From an optimization exercise on the open Yosys and OpenROAD flow, aimed at small area, a short achievable clock period and few clock cycles; shortcuts taken in it are not production practice.
Only simulation tests tie the RTL to the original design; equivalence was not proved.

==> flow/design.v <==
`timescale 1ns / 1ps
`default_nettype none
package udm_pkg;
  localparam int unsigned WORD_W  = 32;
  localparam int unsigned SHIFT_W = 6;
endpackage
`default_nettype wire
`timescale 1ns / 1ps
`default_nettype none
import udm_pkg::*;
module unsigned_division_magic_number_core
(
  input  wire logic               clk_i,
  input  wire logic               rst_ni,
  input  wire logic               in_valid_i,
  output      logic               in_ready_o,
  input  wire logic [WORD_W-1:0]  in_divisor_i,
  output      logic               out_valid_o,
  input  wire logic               out_ready_i,
  output      logic [WORD_W-1:0]  out_magic_o,
  output      logic               out_add_needed_o,
  output      logic [SHIFT_W-1:0] out_shift_o,
  output      logic               out_is_power_of_two_o,
  output      logic               out_invalid_o
);
  logic st_idle_q, st_init_q, st_runa_q, st_runb_q, st_fin_q, st_done_q, st_donef_q;
  logic [31:0] d_q;       
  logic [31:0] u_q;       
  logic [33:0] q2_q;      
  logic [6:0]  k_q;       
  logic [31:0] nc_q;      
  logic [31:0] r1_q;      
  logic [30:0] q1_q;      
  logic        pow2_q;
  logic        inv_q;
  logic        accept, start_in, start;
  logic [31:0] src;
  logic [31:0] sm;         
  logic [31:0] u_init;     
  logic [31:0] r_init;     
  logic [4:0]  msb;
  assign accept   = in_valid_i & (st_idle_q | st_done_q);
  assign start_in = in_valid_i & (st_idle_q | (st_done_q & out_ready_i));
  assign start    = start_in | st_init_q;
  assign src      = st_init_q ? d_q : in_divisor_i;
  always_comb begin
    sm = src;
    for (int s = 1; s < 32; s = s * 2) begin
      for (int i = 0; i < 32; i++) begin
        if (i + s < 32) sm[i] = sm[i] | sm[i+s];
      end
    end
  end
  assign u_init = src & {1'b0, sm[31:1]};
  assign r_init = src & ~{1'b0, sm[31:1]};
  always_comb begin
    msb = '0;
    for (int i = 1; i < 32; i++) if (src[i]) msb = 5'(i);
  end
  logic [31:0] t_any, t_sev;
  logic        s_small, s_pow2, s_spec;
  always_comb begin
    t_any = d_q;
    t_sev = '0;
    for (int w = 16; w >= 1; w = w / 2) begin
      for (int i = 0; i < w; i++) begin
        t_sev[i] = t_sev[2*i] | t_sev[2*i+1] | (t_any[2*i] & t_any[2*i+1]);
        t_any[i] = t_any[2*i] | t_any[2*i+1];
      end
    end
  end
  assign s_small = (d_q[31:1] == '0);
  assign s_pow2  = ~t_sev[0];
  assign s_spec  = s_small | s_pow2;
  logic spec;
  assign spec = (d_q == 32'h8000_0001);
  logic [33:0] du;         
  logic        b;          
  logic [31:0] u_step;
  logic [33:0] d1;         
  logic        b1;
  logic [31:0] r1_step;
  logic        lt_hi, eq_hi, lt, eq, cont;
  logic        last_a;
  logic [33:0] inc;
  assign du     = {1'b0, u_q, 1'b0} - {2'b00, d_q};
  assign b      = du[33];
  assign u_step = b ? {u_q[30:0], 1'b0} : du[31:0];
  assign d1      = {1'b0, r1_q, 1'b0} - {2'b00, nc_q};
  assign b1      = ~d1[33];
  assign r1_step = b1 ? d1[31:0] : {r1_q[30:0], 1'b0};
  assign lt_hi = (q1_q < u_q[31:1]);
  assign eq_hi = (q1_q == u_q[31:1]);
  assign lt    = lt_hi | (eq_hi & ~b1 & u_q[0]);
  assign eq    = eq_hi & (b1 == u_q[0]);
  assign cont  = (k_q < 7'd63) & (lt | (eq & spec));
  assign last_a = st_runa_q & (k_q == 7'd31) & ~s_spec;
  assign inc = {1'b0, q2_q[33:1]} + 34'd1;
  always_ff @(posedge clk_i or negedge rst_ni) begin
    if (!rst_ni) begin
      st_idle_q  <= 1'b1;
      st_init_q  <= 1'b0;
      st_runa_q  <= 1'b0;
      st_runb_q  <= 1'b0;
      st_fin_q   <= 1'b0;
      st_done_q  <= 1'b0;
      st_donef_q <= 1'b0;
    end else begin
      st_idle_q  <= (st_idle_q & ~in_valid_i) | (st_done_q & out_ready_i & ~in_valid_i);
      st_init_q  <= st_donef_q & out_ready_i;
      st_runa_q  <= start | (st_runa_q & (k_q != 7'd31) & ~s_spec);
      st_runb_q  <= last_a | (st_runb_q & cont);
      st_fin_q   <= st_runb_q & ~cont;
      st_done_q  <= (st_runa_q & s_spec) | st_fin_q | (st_done_q & ~out_ready_i & ~in_valid_i);
      st_donef_q <= (st_done_q & ~out_ready_i & in_valid_i) | (st_donef_q & ~out_ready_i);
    end
  end
  always_ff @(posedge clk_i) begin
    if (accept) d_q <= in_divisor_i;
    if (start) u_q <= u_init;
    else       u_q <= u_step;
    if (start)                         q2_q <= '0;
    else if (st_fin_q)                 q2_q <= inc;
    else if ((st_runa_q && !s_spec) || st_runb_q) q2_q <= {q2_q[32:0], b};
    if (start) begin
      k_q <= {2'b00, msb};
    end else if ((st_runa_q && k_q != 7'd31 && !s_spec) || st_runb_q) begin
      k_q <= k_q + 7'd1;
    end
    if (start)       nc_q <= src;
    else if (last_a) nc_q <= ~r1_step;
    if (start)       r1_q <= r_init;
    else if (last_a) r1_q <= {~spec, 31'd0};
    else             r1_q <= r1_step;
    if (last_a) q1_q <= {30'd0, spec};
    else        q1_q <= {q1_q[29:0], b1};
    if (st_runa_q) begin
      inv_q  <= s_small;
      pow2_q <= ~s_small & s_pow2;
    end
  end
  assign in_ready_o            = st_idle_q | st_done_q;
  assign out_valid_o           = st_done_q | st_donef_q;
  assign out_magic_o           = q2_q[31:0];
  assign out_add_needed_o      = q2_q[33] | q2_q[32];
  assign out_shift_o           = {k_q[6], k_q[4:0]};
  assign out_is_power_of_two_o = pow2_q;
  assign out_invalid_o         = inv_q;
endmodule
`default_nettype wire
Settings: LEC_CHECK=0, ABC_AREA=1, CAP_MARGIN=20, CORE_MARGIN=2, CORE_UTILIZATION=40, CTS_BUF_LIST=sky130_fd_sc_hd__clkbuf_4 sky130_fd_sc_hd__clkbuf_8, CTS_CLUSTER_SIZE=30, PLACE_DENSITY=0.6, SETUP_SLACK_MARGIN=4.0, SLEW_MARGIN=20; clock period 8.0 ns.
run.sh (not shown) runs the stock make flow with config.mk's settings and CLKGATE_MAP_FILE= SYNTH_SCRIPT=/design/flow/synth_recipe.tcl, a recipe that flattens the netlist after the stock synthesis.
The starting point finished clean.
Testbench counts at the start, summed over its fixed seeds: cycles 38,431.
Edit:
Settings changed: CORE_UTILIZATION 40 to 60, CTS_BUF_LIST sky130_fd_sc_hd__clkbuf_4 sky130_fd_sc_hd__clkbuf_8 to default, CTS_CLUSTER_SIZE 30 to default, PLACE_DENSITY 0.6 to 0.75, SETUP_SLACK_MARGIN 4.0 to 4.3.
=>
- final area climbs by 1.1%
- global-route usage climbs by 9.5 points
- sequential cell count stays the same
- count of clock-buffer cells in the layout drops by 22
- synthesized cell count is unchanged
- worst setup slack gains 190 ps
- area after synthesis is unchanged
Edit:
Settings changed: CORE_UTILIZATION 60 to 40, PLACE_DENSITY 0.75 to 0.6, SETUP_SLACK_MARGIN 4.3 to 4.0.
What happened:
- The new run completed with no timing, DRC or antenna violations
- synthesized area is unchanged
- via count is lower by a few percent
- utilization is lower by 24 points
- global-route usage is lower by 9.7 points
- maximum frequency is lower by a few percent
- setup slack is worse by 180 ps
- routed wire length is higher slightly
Edit:
Settings changed: ABC_AREA 1 to default.
Register-to-register slack degrades by 180 ps.
Synthesized area went up by 2.2%.
Clock skew went down by 18 ps.

==> re-timing with driven ports <==
No port has a modelled driver above. Below, the same layouts with a new extraction and two added sets of constraints.
Step 1: set_driving_cell puts a clkbuf_16 on clk_i and a buf_2 on each other input, an assumption about the parent block.
Step 2 times the ports against the registers' clock, not the clock port: input delays grow and output delays shrink by t, the midpoint of the rising clock arrivals with the driver on.
Three values: ideal, step 1, step 2; two values: the first two.
| run | shift t [ns] | setup WS [ns] | clock arrival spread, ns |
|---|---|---|---|
| the first run | 0.579 | 4.137 / 4.151 / 3.571 | 0.031 / 0.031 |
| the second run | 0.556 | 4.326 / 4.340 / 3.784 | 0.011 / 0.011 |
| the third run | 0.576 | 4.142 / 4.159 / 3.583 | 0.028 / 0.028 |
| the fourth run | 0.571 | 4.141 / 4.143 / 3.572 | 0.010 / 0.010 |
After both steps every run listed still meets setup and hold. For the fourth run, which loses most, drivers alone change the setup slack by +0.002 ns; drivers and shift together by -0.569 ns.
